This is an optimization exercise on Yosys and OpenROAD, whose aim is small area, a short achievable clock period and few clock cycles per item, not a production implementation.
At most, simulation tests tie the RTL to the original design; equivalence was not proved.

## 09-03
==> flow/design.v <==
package dnsqeab_pkg;
  localparam int MaxQueryBytes = 512;
  localparam int CountWidth    = $clog2(MaxQueryBytes + 1);
  localparam logic [15:0] QtypeA    = 16'h0001;
  localparam logic [15:0] QtypeAaaa = 16'h001C;
  localparam logic [15:0] ResetReplyFlags = 16'h8180;
  localparam logic [31:0] ResetAnswerTtl  = 32'd30;
  localparam logic CfgReplyFlags = 1'b0;
  localparam logic CfgAnswerTtl  = 1'b1;
  localparam logic [2:0] PhHeader  = 3'd0;
  localparam logic [2:0] PhLen     = 3'd1;
  localparam logic [2:0] PhBody    = 3'd2;
  localparam logic [2:0] PhTypeHi  = 3'd3;
  localparam logic [2:0] PhTypeLo  = 3'd4;
  localparam logic [2:0] PhClassHi = 3'd5;
  localparam logic [2:0] PhClassLo = 3'd6;
  localparam logic [2:0] PhDrop    = 3'd7;
  localparam logic [4:0] RecFirst   = 5'd4;
  localparam logic [4:0] RecDlenLo  = 5'd15;
  localparam logic [4:0] RecV4Addr  = 5'd28;
endpackage
module dns_query_echo_answer_builder_unit (
  input  logic        clk,
  input  logic        rst,
  input  logic        cfg_write,
  input  logic        cfg_index,
  input  logic [31:0] cfg_data,
  input  logic        in_valid,
  output logic        in_stall,
  input  logic [7:0]  query_byte,
  input  logic        query_last,
  input  logic        client_is_v6,
  input  logic [63:0] client_addr_hi,
  input  logic [63:0] client_addr_lo,
  output logic        out_valid,
  input  logic        out_stall,
  output logic [7:0]  reply_byte,
  output logic        reply_last,
  output logic        reply_error
);
  logic [15:0] reply_flags;
  logic [31:0] answer_ttl;
  always_ff @(posedge clk) begin
    if (rst) begin
      reply_flags <= dnsqeab_pkg::ResetReplyFlags;
      answer_ttl  <= dnsqeab_pkg::ResetAnswerTtl;
    end else if (cfg_write) begin
      if (cfg_index == dnsqeab_pkg::CfgReplyFlags) reply_flags <= cfg_data[15:0];
      else                                         answer_ttl  <= cfg_data;
    end
  end
  logic [2:0]            phase;
  logic [2:0]            phase_next;
  logic [dnsqeab_pkg::CountWidth-1:0] count;       
  logic [7:0]            label_pos;   
  logic                  stall_q;
  logic                  skid_valid;
  logic                  accept;
  logic                  produce;
  logic                  err;
  logic                  has_rec;
  logic                  push;
  logic [7:0]            e_data;
  logic                  e_last;
  logic                  e_rec;
  logic [7:0]            hdr_const;
  logic                  hdr_over;
  logic                  at_class_lo;
  assign in_stall    = stall_q;
  assign accept      = in_valid && !stall_q;
  assign produce     = (phase != dnsqeab_pkg::PhDrop);
  assign push        = accept && produce;
  assign at_class_lo = (phase == dnsqeab_pkg::PhClassLo);
  assign err         = count[dnsqeab_pkg::CountWidth-1] || (query_last && !at_class_lo);
  logic [7:0]   qtype_hi, qtype_lo, class_hi;
  logic [63:0]  addr_hi, addr_lo;
  logic         cap_v6;
  logic         is_aaaa, is_a;
  assign is_aaaa = ({qtype_hi, qtype_lo} == dnsqeab_pkg::QtypeAaaa);
  assign is_a    = ({qtype_hi, qtype_lo} == dnsqeab_pkg::QtypeA);
  assign has_rec = !client_is_v6 || is_aaaa;
  assign hdr_over  = (phase == dnsqeab_pkg::PhHeader) && !count[3] && count[1];
  assign hdr_const = count[2] ? {7'd0, count[0]}
                              : (count[0] ? reply_flags[7:0] : reply_flags[15:8]);
  always_comb begin
    if (err)           e_data = 8'h00;
    else if (hdr_over) e_data = hdr_const;
    else               e_data = query_byte;
  end
  assign e_last = err || (at_class_lo && !has_rec);
  assign e_rec  = !err && at_class_lo && has_rec;
  always_ff @(posedge clk) begin
    if (phase == dnsqeab_pkg::PhTypeHi)  qtype_hi <= query_byte;
    if (phase == dnsqeab_pkg::PhTypeLo)  qtype_lo <= query_byte;
    if (phase == dnsqeab_pkg::PhClassHi) class_hi <= query_byte;
    if (at_class_lo) begin
      addr_hi <= client_addr_hi;
      addr_lo <= client_addr_lo;
      cap_v6  <= client_is_v6;
    end
  end
  always_comb begin
    phase_next = phase;
    if (accept) begin
      if (query_last) begin
        phase_next = dnsqeab_pkg::PhHeader;
      end else if (produce) begin
        if (err) begin
          phase_next = dnsqeab_pkg::PhDrop;
        end else begin
          case (phase)
            dnsqeab_pkg::PhHeader:  if (count[3:0] == 4'd11) phase_next = dnsqeab_pkg::PhLen;
            dnsqeab_pkg::PhLen:     phase_next = (query_byte == 8'h00) ? dnsqeab_pkg::PhTypeHi
                                                                       : dnsqeab_pkg::PhBody;
            dnsqeab_pkg::PhBody:    if (label_pos == 8'd1) phase_next = dnsqeab_pkg::PhLen;
            dnsqeab_pkg::PhTypeHi:  phase_next = dnsqeab_pkg::PhTypeLo;
            dnsqeab_pkg::PhTypeLo:  phase_next = dnsqeab_pkg::PhClassHi;
            dnsqeab_pkg::PhClassHi: phase_next = dnsqeab_pkg::PhClassLo;
            default:                phase_next = dnsqeab_pkg::PhDrop;
          endcase
        end
      end
    end
  end
  always_ff @(posedge clk) begin
    if (rst) begin
      phase <= dnsqeab_pkg::PhHeader;
      count <= '0;
    end else begin
      phase <= phase_next;
      if (accept) begin
        if (query_last)   count <= '0;
        else if (produce) count <= count + 1'b1;
      end
    end
  end
  logic       rec_active;
  logic       rec_active_next;
  logic       skid_valid_next;
  logic [7:0] skid_data;
  logic       skid_last, skid_err, skid_rec;
  logic       advance;
  logic       rec_start;
  logic [4:0] rec_pos;
  logic [7:0] rec_byte;
  logic       rec_end;
  logic [3:0] ai;
  logic [7:0] addr_byte;
  logic [127:0] addr_all;
  assign advance   = !out_valid || !out_stall;
  assign rec_pos   = label_pos[4:0];
  assign rec_start = advance && !rec_active && (skid_valid ? skid_rec : (push && e_rec));
  assign ai        = rec_pos[3:0];
  assign addr_all  = {addr_hi, addr_lo};
  always_comb begin
    addr_byte = addr_all[8*(15 - ai) +: 8];
    if (!cap_v6 && ai < 4'd12) addr_byte = (ai >= 4'd10) ? 8'hFF : 8'h00;
  end
  always_comb begin
    if (rec_pos[4]) begin
      rec_byte = addr_byte;
    end else begin
      case (rec_pos[3:0])
        4'd4:    rec_byte = 8'hC0;
        4'd5:    rec_byte = 8'h0C;
        4'd6:    rec_byte = qtype_hi;
        4'd7:    rec_byte = qtype_lo;
        4'd8:    rec_byte = class_hi;
        4'd9:    rec_byte = skid_data;
        4'd10:   rec_byte = answer_ttl[31:24];
        4'd11:   rec_byte = answer_ttl[23:16];
        4'd12:   rec_byte = answer_ttl[15:8];
        4'd13:   rec_byte = answer_ttl[7:0];
        4'd15:   rec_byte = (is_a && !cap_v6) ? 8'h04 : (is_aaaa ? 8'h10 : 8'h00);
        default: rec_byte = 8'h00;
      endcase
    end
  end
  assign rec_end = (rec_pos == 5'd31) ||
                   ((rec_pos == dnsqeab_pkg::RecDlenLo) && !(is_a && !cap_v6) && !is_aaaa);
  always_ff @(posedge clk) begin
    if (rec_start) begin
      label_pos <= {3'd0, dnsqeab_pkg::RecFirst};
    end else if (advance && rec_active) begin
      label_pos <= {3'd0, ((rec_pos == dnsqeab_pkg::RecDlenLo) && is_a && !cap_v6)
                          ? dnsqeab_pkg::RecV4Addr : rec_pos + 1'b1};
    end else if (accept && (phase == dnsqeab_pkg::PhLen)) begin
      label_pos <= query_byte;
    end else if (accept && (phase == dnsqeab_pkg::PhBody)) begin
      label_pos <= label_pos - 1'b1;
    end
  end
  always_ff @(posedge clk) begin
    if (!skid_valid && !rec_active) begin
      skid_data <= e_data;
      skid_last <= e_last;
      skid_err  <= err;
      skid_rec  <= e_rec;
    end
  end
  always_ff @(posedge clk) begin
    if (advance) begin
      if (rec_active) begin
        reply_byte  <= rec_byte;
        reply_last  <= rec_end;
        reply_error <= 1'b0;
      end else if (skid_valid) begin
        reply_byte  <= skid_data;
        reply_last  <= skid_last;
        reply_error <= skid_err;
      end else begin
        reply_byte  <= e_data;
        reply_last  <= e_last;
        reply_error <= err;
      end
    end
  end
  always_comb begin
    skid_valid_next = skid_valid;
    if (!skid_valid) skid_valid_next = push && (!advance || rec_active);
    else if (advance && !rec_active) skid_valid_next = 1'b0;
    rec_active_next = rec_active;
    if (advance) begin
      if (rec_start) rec_active_next = 1'b1;
      else if (rec_active && rec_end) rec_active_next = 1'b0;
    end
  end
  always_ff @(posedge clk) begin
    if (rst) begin
      out_valid  <= 1'b0;
      skid_valid <= 1'b0;
      rec_active <= 1'b0;
      stall_q    <= 1'b0;
    end else begin
      skid_valid <= skid_valid_next;
      rec_active <= rec_active_next;
      stall_q    <= skid_valid_next || (rec_active_next && (phase_next != dnsqeab_pkg::PhDrop));
      if (advance) out_valid <= rec_active || skid_valid || push;
    end
  end
endmodule
export LEC_CHECK = 0
export CAP_MARGIN = 20
export CORE_MARGIN = 2
export CORE_UTILIZATION = 60
export CTS_BUF_LIST = sky130_fd_sc_hd__clkbuf_16
export CTS_CLUSTER_DIAMETER = 80
export CTS_CLUSTER_SIZE = 30
export SETUP_SLACK_MARGIN = 4.0
export SLEW_MARGIN = 20
export TNS_END_PERCENT = 0
create_clock -name core_clock -period 6.0 [get_ports {clk}]
standard.sh (not shown) runs the stock make flow with config.mk's settings and CLKGATE_MAP_FILE= SYNTH_SCRIPT=/design/flow/synth_recipe.tcl, a recipe that flattens the netlist after the stock synthesis.
==> flow/flow/run.sh <==
#!/bin/bash
# The standard ORFS layout (the standard.sh), with two changes:
#  - plain buffers (buf_1, sized up later by repair) on the input and output
#    ports instead of the delay cell that buffer_ports picks by default;
#  - clock tree synthesis without dummy loads (same clustering and buffer
#    settings as config.mk).
# make's full output goes to flow_standard.log; ORFS keeps each step's log
# under orfs/logs/.
set -euo pipefail
export BUFFER_PORTS_ARGS="-buffer_cell sky130_fd_sc_hd__buf_1"
export CTS_ARGS="-sink_clustering_enable -repair_clock_nets -sink_clustering_size 30 -sink_clustering_max_diameter 80 -buf_list sky130_fd_sc_hd__clkbuf_16 -dont_use_dummy_load"
bash standard.sh finish > flow_standard.log 2>&1
Testbench counts of 09-03, summed over its fixed seeds: cycles 28,244, queries 512.
[inputs] 12-11 vs 09-03
--- a/flow/design.v
+++ b/flow/design.v
@@ -134,12 +134,13 @@
       end
     end
   end
   logic       rec_active;
   logic       rec_active_next;
   logic       skid_valid_next;
+  logic       stall_next;
   logic [7:0] skid_data;
   logic       skid_last, skid_err, skid_rec;
   logic       advance;
   logic       rec_start;
   logic [4:0] rec_pos;
   logic [7:0] rec_byte;
@@ -222,20 +223,31 @@
     rec_active_next = rec_active;
     if (advance) begin
       if (rec_start) rec_active_next = 1'b1;
       else if (rec_active && rec_end) rec_active_next = 1'b0;
     end
   end
+  always_comb begin
+    if (stall_q) begin
+      if (skid_valid) stall_next = !advance || (skid_rec && produce);
+      else            stall_next = !(advance && rec_end);
+    end else if (in_valid) begin
+      if (rec_active) stall_next = query_last && !(advance && rec_end);
+      else            stall_next = produce && (!advance || (e_rec && query_last));
+    end else begin
+      stall_next = 1'b0;
+    end
+  end
   always_ff @(posedge clk) begin
     if (rst) begin
       out_valid  <= 1'b0;
       skid_valid <= 1'b0;
       rec_active <= 1'b0;
       stall_q    <= 1'b0;
     end else begin
       skid_valid <= skid_valid_next;
       rec_active <= rec_active_next;
-      stall_q    <= skid_valid_next || (rec_active_next && (phase_next != dnsqeab_pkg::PhDrop));
+      stall_q    <= stall_next;
       if (advance) out_valid <= rec_active || skid_valid || push;
     end
   end
 endmodule
[summary]
- After synthesis and placement, the instance count of 12-11 is above that of 09-03.
- For the post-route cell area, 12-11 came in 190 um2 higher than 09-03 did.
- Comparing non-clock buffer count for 12-11 and 09-03, the bigger number came from 12-11.
- For data arrival time of the critical path, 12-11 and 09-03 come out practically identical.
- For the final-layout non-clock buffer area share, 12-11 came in 0.36 points higher than 09-03 did.
- 12-11 vs 09-03: height of the die up
- In 12-11, the final critical path time including I/O delays and setup came out 0.0086 ns above the value in 09-03.
Function not checked in 12-11: the RTL went through the layout flow alone.

[static timing again, ports no longer ideal]
The results above use ideal ports. As a check the final layouts listed here were re-extracted and re-timed, cells and wires unchanged.
Step 1: set_driving_cell puts a clkbuf_16 on clk and a buf_2 on each other input, an assumption about the parent block.
Step 2 moves the port delays by t, midway between the first and last clock arrival at a register: inputs arrive t later, outputs are due t later. That takes back most of the time a late clock gives input paths.
Slacks: ideal ports / drivers / drivers and shift; pairs: ideal ports / drivers.
run	shift t [ns]	setup slack, ns	clock arrival spread, ns	cell pins on the clock port's net
09-03	0.516	3.723 / 3.676 / 3.268	0.048 / 0.049	1
12-11	0.510	3.714 / 3.666 / 3.324	0.065 / 0.065	1
After both steps setup and hold are still met in every run listed. For 09-03, which loses most, drivers alone change the setup slack by -0.047 ns; drivers and shift together by -0.455 ns.
